Background: an optimization exercise with open tools, aiming at small area and a short achievable clock period. Do not read the settings as production practice. The RTL was checked by simulation tests, not by an equivalence proof against the original design.

==> 04-01: inputs <==
==> flow/design.v <==
module instruction_buffer_nway #(
    parameter int P_ENTRY_W  = 102,
    parameter int P_DEPTH    = 32,
    parameter int P_DEPTH_W  = 5,
    parameter int P_IN_WAYS  = 2,
    parameter int P_OUT_WAYS = 2,
    parameter int P_STOP_TH  = 26
) (
    input  logic                             iCLOCK,
    input  logic                             inRESET,
    input  logic                             iFREE_REFRESH,
    input  logic [P_IN_WAYS-1:0]             iPREVIOUS_VALID,
    input  logic [P_IN_WAYS*P_ENTRY_W-1:0]   iPREVIOUS_DATA,
    output logic                             oPREVIOUS_FETCH_STOP,
    output logic                             oPREVIOUS_LOCK,
    output logic [P_OUT_WAYS-1:0]            oNEXT_VALID,
    output logic [P_OUT_WAYS*P_ENTRY_W-1:0]  oNEXT_DATA,
    input  logic                             iNEXT_LOCK,
    output logic [P_DEPTH_W:0]               oCOUNT
);
    localparam int W  = P_ENTRY_W;
    localparam int NB = (P_DEPTH - 2) / 2;    
    localparam int CW = P_DEPTH_W + 1;
    logic [CW-1:0] count_q;
    logic z_q, e1_q, e3_q, ge2_q, ge3_q, ge4_q, lock_q, fstop_q;
    logic          rpar_q, wpar_q;
    logic [NB-1:0] re_q, ro_q, we_q, wo_q;
    logic [W-1:0] h0_q, h1_q;
    logic [W-1:0] ebank_q [NB];
    logic [W-1:0] obank_q [NB];
    logic [W-1:0] d0, d1;
    assign d0 = iPREVIOUS_DATA[0 +: W];
    assign d1 = iPREVIOUS_DATA[W +: W];
    logic rv, acc, a0, a1;
    assign rv  = !iNEXT_LOCK && !iFREE_REFRESH;
    assign acc = !lock_q && !iFREE_REFRESH;
    assign a0  = acc && iPREVIOUS_VALID[0];
    assign a1  = acc && iPREVIOUS_VALID[1];
    assign oCOUNT               = count_q;
    assign oPREVIOUS_LOCK       = lock_q;
    assign oPREVIOUS_FETCH_STOP = fstop_q;
    assign oNEXT_VALID          = {ge2_q && rv, !z_q && rv};
    assign oNEXT_DATA           = {h1_q, h0_q};
    logic [W-1:0] erd, ord_;
    always_comb begin
        erd  = '0;
        ord_ = '0;
        for (int i = 0; i < NB; i++) begin
            erd  = erd  | ({W{re_q[i]}} & ebank_q[i]);
            ord_ = ord_ | ({W{ro_q[i]}} & obank_q[i]);
        end
    end
    logic cp1, cp2;
    assign cp1 = rv ? e3_q  : e1_q;
    assign cp2 = rv ? ge4_q : ge2_q;
    logic pop1, pop2, push1, push2;
    assign pop1  = rv && e3_q;
    assign pop2  = rv && ge4_q;
    assign push2 = cp2 && a0 && a1;
    assign push1 = (cp2 && (a0 ^ a1)) || (cp1 && a0 && a1);
    logic h0_en, h0_r, h0_sE, h0_sO, h0_s0, h0_s1;
    assign h0_en = z_q || rv;
    assign h0_r  = rv && ge3_q;
    assign h0_sE = h0_r && !rpar_q;
    assign h0_sO = h0_r &&  rpar_q;
    assign h0_s0 = !h0_r &&  iPREVIOUS_VALID[0];
    assign h0_s1 = !h0_r && !iPREVIOUS_VALID[0];
    logic h1_en, h1_r, h1_sE, h1_sO, h1_s0, h1_s1;
    assign h1_en = rv || !ge2_q;
    assign h1_r  = rv && ge4_q;
    assign h1_sE = h1_r &&  rpar_q;
    assign h1_sO = h1_r && !rpar_q;
    assign h1_s0 = cp1 && iPREVIOUS_VALID[0];
    assign h1_s1 = !h1_r && !h1_s0;
    logic [W-1:0] h0_d, h1_d;
    assign h0_d = ({W{h0_sE}} & erd) | ({W{h0_sO}} & ord_) | ({W{h0_s0}} & d0) | ({W{h0_s1}} & d1);
    assign h1_d = ({W{h1_sE}} & erd) | ({W{h1_sO}} & ord_) | ({W{h1_s0}} & d0) | ({W{h1_s1}} & d1);
    logic          e_sel0, o_sel0, e_en, o_en;
    logic [W-1:0]  ebus, obus;
    assign e_sel0 = !wpar_q && cp2 && iPREVIOUS_VALID[0];
    assign o_sel0 =  wpar_q && cp2 && iPREVIOUS_VALID[0];
    assign ebus   = e_sel0 ? d0 : d1;
    assign obus   = o_sel0 ? d0 : d1;
    assign e_en   = wpar_q ? push2 : (push1 || push2);
    assign o_en   = wpar_q ? (push1 || push2) : push2;
    logic [CW-1:0] count_d;
    logic [1:0]    wn, rn;
    assign wn = {1'b0, a0} + {1'b0, a1};
    assign rn = rv ? (ge2_q ? 2'd2 : (z_q ? 2'd0 : 2'd1)) : 2'd0;
    assign count_d = count_q + CW'(wn) - CW'(rn);
    logic [NB-1:0] re_rot, ro_rot, we_rot, wo_rot;
    assign re_rot = {re_q[NB-2:0], re_q[NB-1]};
    assign ro_rot = {ro_q[NB-2:0], ro_q[NB-1]};
    assign we_rot = {we_q[NB-2:0], we_q[NB-1]};
    assign wo_rot = {wo_q[NB-2:0], wo_q[NB-1]};
    always_ff @(posedge iCLOCK) begin
        if (!inRESET || iFREE_REFRESH) begin
            count_q <= '0;
            z_q     <= 1'b1;
            e1_q    <= 1'b0;
            e3_q    <= 1'b0;
            ge2_q   <= 1'b0;
            ge3_q   <= 1'b0;
            ge4_q   <= 1'b0;
            lock_q  <= 1'b0;
            fstop_q <= 1'b0;
            rpar_q  <= 1'b0;
            wpar_q  <= 1'b0;
            re_q    <= NB'(1);
            ro_q    <= NB'(1);
            we_q    <= NB'(1);
            wo_q    <= NB'(1);
        end else begin
            count_q <= count_d;
            z_q     <= count_d == 0;
            e1_q    <= count_d == 1;
            e3_q    <= count_d == 3;
            ge2_q   <= count_d >= 2;
            ge3_q   <= count_d >= 3;
            ge4_q   <= count_d >= 4;
            lock_q  <= count_d >= CW'(P_DEPTH - P_IN_WAYS + 1);
            fstop_q <= count_d > CW'(P_STOP_TH);
            if (pop2) begin
                re_q <= re_rot;
                ro_q <= ro_rot;
            end else if (pop1) begin
                rpar_q <= !rpar_q;
                if (rpar_q) ro_q <= ro_rot;
                else        re_q <= re_rot;
            end
            if (push2) begin
                we_q <= we_rot;
                wo_q <= wo_rot;
            end else if (push1) begin
                wpar_q <= !wpar_q;
                if (wpar_q) wo_q <= wo_rot;
                else        we_q <= we_rot;
            end
        end
    end
    always_ff @(posedge iCLOCK) begin
        if (h0_en) h0_q <= h0_d;
        if (h1_en) h1_q <= h1_d;
    end
    for (genvar i = 0; i < NB; i++) begin : g_ring
        always_ff @(posedge iCLOCK) begin
            if (e_en && we_q[i]) ebank_q[i] <= ebus;
            if (o_en && wo_q[i]) obank_q[i] <= obus;
        end
    end
endmodule
==> flow/run.sh <==
#!/bin/bash
# synth_recipe.tcl (not shown) runs the flow's synth.tcl, then flattens the netlist and writes it again
# the make line also repeats each setting of config.mk as NAME=value (left out here)
make -C /OpenROAD-flow-scripts/flow DESIGN_CONFIG=/design/flow/config.mk WORK_HOME=/design/flow/orfs CLKGATE_MAP_FILE= SYNTH_SCRIPT=/design/flow/synth_recipe.tcl finish
==> flow/config.mk <==
export PLATFORM = sky130hd
export DESIGN_NAME = instruction_buffer_nway
export DESIGN_NICKNAME = instruction_buffer_nway
export VERILOG_FILES = /design/flow/design.v
export SDC_FILE = /design/flow/constraint.sdc
export NUM_CORES = 4
export LEC_CHECK = 0
export CAP_MARGIN = 20
export CORE_MARGIN = 2
export CORE_UTILIZATION = 60
export CTS_BUF_LIST = sky130_fd_sc_hd__clkbuf_8
export CTS_CLUSTER_DIAMETER = 50
export CTS_CLUSTER_SIZE = 16
export SETUP_SLACK_MARGIN = 3.2
export SLEW_MARGIN = 20
==> flow/constraint.sdc <==
create_clock -name core_clock -period 6.0 [get_ports {iCLOCK}]
set_input_delay 1.2000 -clock core_clock [delete_from_list [all_inputs] [get_ports {iCLOCK}]]
set_output_delay 1.2000 -clock core_clock [all_outputs]
set_load 0.01 [all_outputs]
==> 01-26 (differences from 04-01) <==
--- a/flow/config.mk
+++ b/flow/config.mk
@@ -7,8 +7,8 @@
 export LEC_CHECK = 0
+export ABC_CLOCK_PERIOD_IN_PS = 2800
 export CAP_MARGIN = 20
 export CORE_MARGIN = 2
-export CORE_UTILIZATION = 60
-export CTS_BUF_LIST = sky130_fd_sc_hd__clkbuf_8
-export CTS_CLUSTER_DIAMETER = 50
-export CTS_CLUSTER_SIZE = 16
+export CORE_UTILIZATION = 45
+export CTS_CLUSTER_DIAMETER = 70
+export CTS_CLUSTER_SIZE = 24
 export SETUP_SLACK_MARGIN = 3.2
==> 03-14 (differences from 04-01) <==
--- a/flow/config.mk
+++ b/flow/config.mk
@@ -7,8 +7,8 @@
 export LEC_CHECK = 0
+export ABC_CLOCK_PERIOD_IN_PS = 2800
 export CAP_MARGIN = 20
 export CORE_MARGIN = 2
-export CORE_UTILIZATION = 60
-export CTS_BUF_LIST = sky130_fd_sc_hd__clkbuf_8
-export CTS_CLUSTER_DIAMETER = 50
-export CTS_CLUSTER_SIZE = 16
+export CORE_UTILIZATION = 55
+export CTS_CLUSTER_DIAMETER = 70
+export CTS_CLUSTER_SIZE = 24
 export SETUP_SLACK_MARGIN = 3.2
==> 08-03 (differences from 04-01) <==
--- a/flow/config.mk
+++ b/flow/config.mk
@@ -7,8 +7,8 @@
 export LEC_CHECK = 0
+export ABC_CLOCK_PERIOD_IN_PS = 2800
 export CAP_MARGIN = 20
 export CORE_MARGIN = 2
-export CORE_UTILIZATION = 60
-export CTS_BUF_LIST = sky130_fd_sc_hd__clkbuf_8
-export CTS_CLUSTER_DIAMETER = 50
-export CTS_CLUSTER_SIZE = 16
+export CORE_UTILIZATION = 50
+export CTS_CLUSTER_DIAMETER = 70
+export CTS_CLUSTER_SIZE = 24
 export SETUP_SLACK_MARGIN = 3.2
==> reports/metrics.yaml <==
run_status: "complete, no violations"
grt_util_all_layers: 0.302
skew_ns: 0.0364
gp_congestion: 0.887
sw_frac_of_total: 0.246
(the above is from 01-26)
==> reports/metrics.yaml <==
max_cap_violations: 0
tap_cells: 2704
gp_congestion: 0.978
tns_ns: 0
p_comb_frac: 0.105
grt_util_all_layers: 0.414
sw_frac_of_total: 0.258
run_status: "complete, no violations"
skew_ns: 0.0593
(the above is from 04-01)
==> reports/metrics.yaml <==
run_status: "complete, no violations"
skew_ns: 0.0378
use_met1: 0.563
sw_frac_of_total: 0.254
clock_path_buffers: 3
grt_util_all_layers: 0.386
p_leak_nw: 43.9
gp_congestion: 1.00
(the above is from 03-14)
==> reports/metrics.yaml <==
syn_inst: 6768
run_status: "complete, no violations"
skew_ns: 0.0345
gp_congestion: 1.00
grt_util_all_layers: 0.345
sw_frac_of_total: 0.252
drc: 0
(the above is from 08-03)

## what the ideal ports hide
In the flow no input, the clock included, has a driving cell. The finished layouts below were timed again as built, in two steps. Step 1 (the two cells are an assumption about what drives the block):
set clk [get_ports {iCLOCK}]
set_driving_cell -lib_cell sky130_fd_sc_hd__clkbuf_16 $clk
set_driving_cell -lib_cell sky130_fd_sc_hd__buf_2 [delete_from_list [all_inputs] $clk]
Step 2 adds t to the input delays and takes it off the output delays; t is the mean of the earliest and latest rising clock arrival at the registers after step 1. Input paths then give back, and output paths get back, about the clock's delay inside the block. Three values: no drivers, after step 1, after step 2; two values: the first two.
| run | t (ns) | setup WS [ns] | worst setup path at the end | latest minus earliest clock arrival (ns) | cell pins on the clock port's net |
|---|---|---|---|---|---|
| 04-01 | 1.183 | 2.772 / 2.680 / 2.014 | input to register | 0.065 / 0.065 | 1 |
| 01-26 | 0.951 | 2.797 / 2.714 / 2.168 | input to register | 0.043 / 0.043 | 1 |
| 03-14 | 0.951 | 3.026 / 2.935 / 2.176 | input to register | 0.039 / 0.040 | 1 |
| 08-03 | 0.953 | 3.000 / 2.917 / 2.185 | input to register | 0.045 / 0.044 | 1 |
After both steps setup and hold are still met in every run listed. The setup slack of 03-14, which loses most, moves by -0.091 ns with the drivers and by -0.850 ns with both steps.
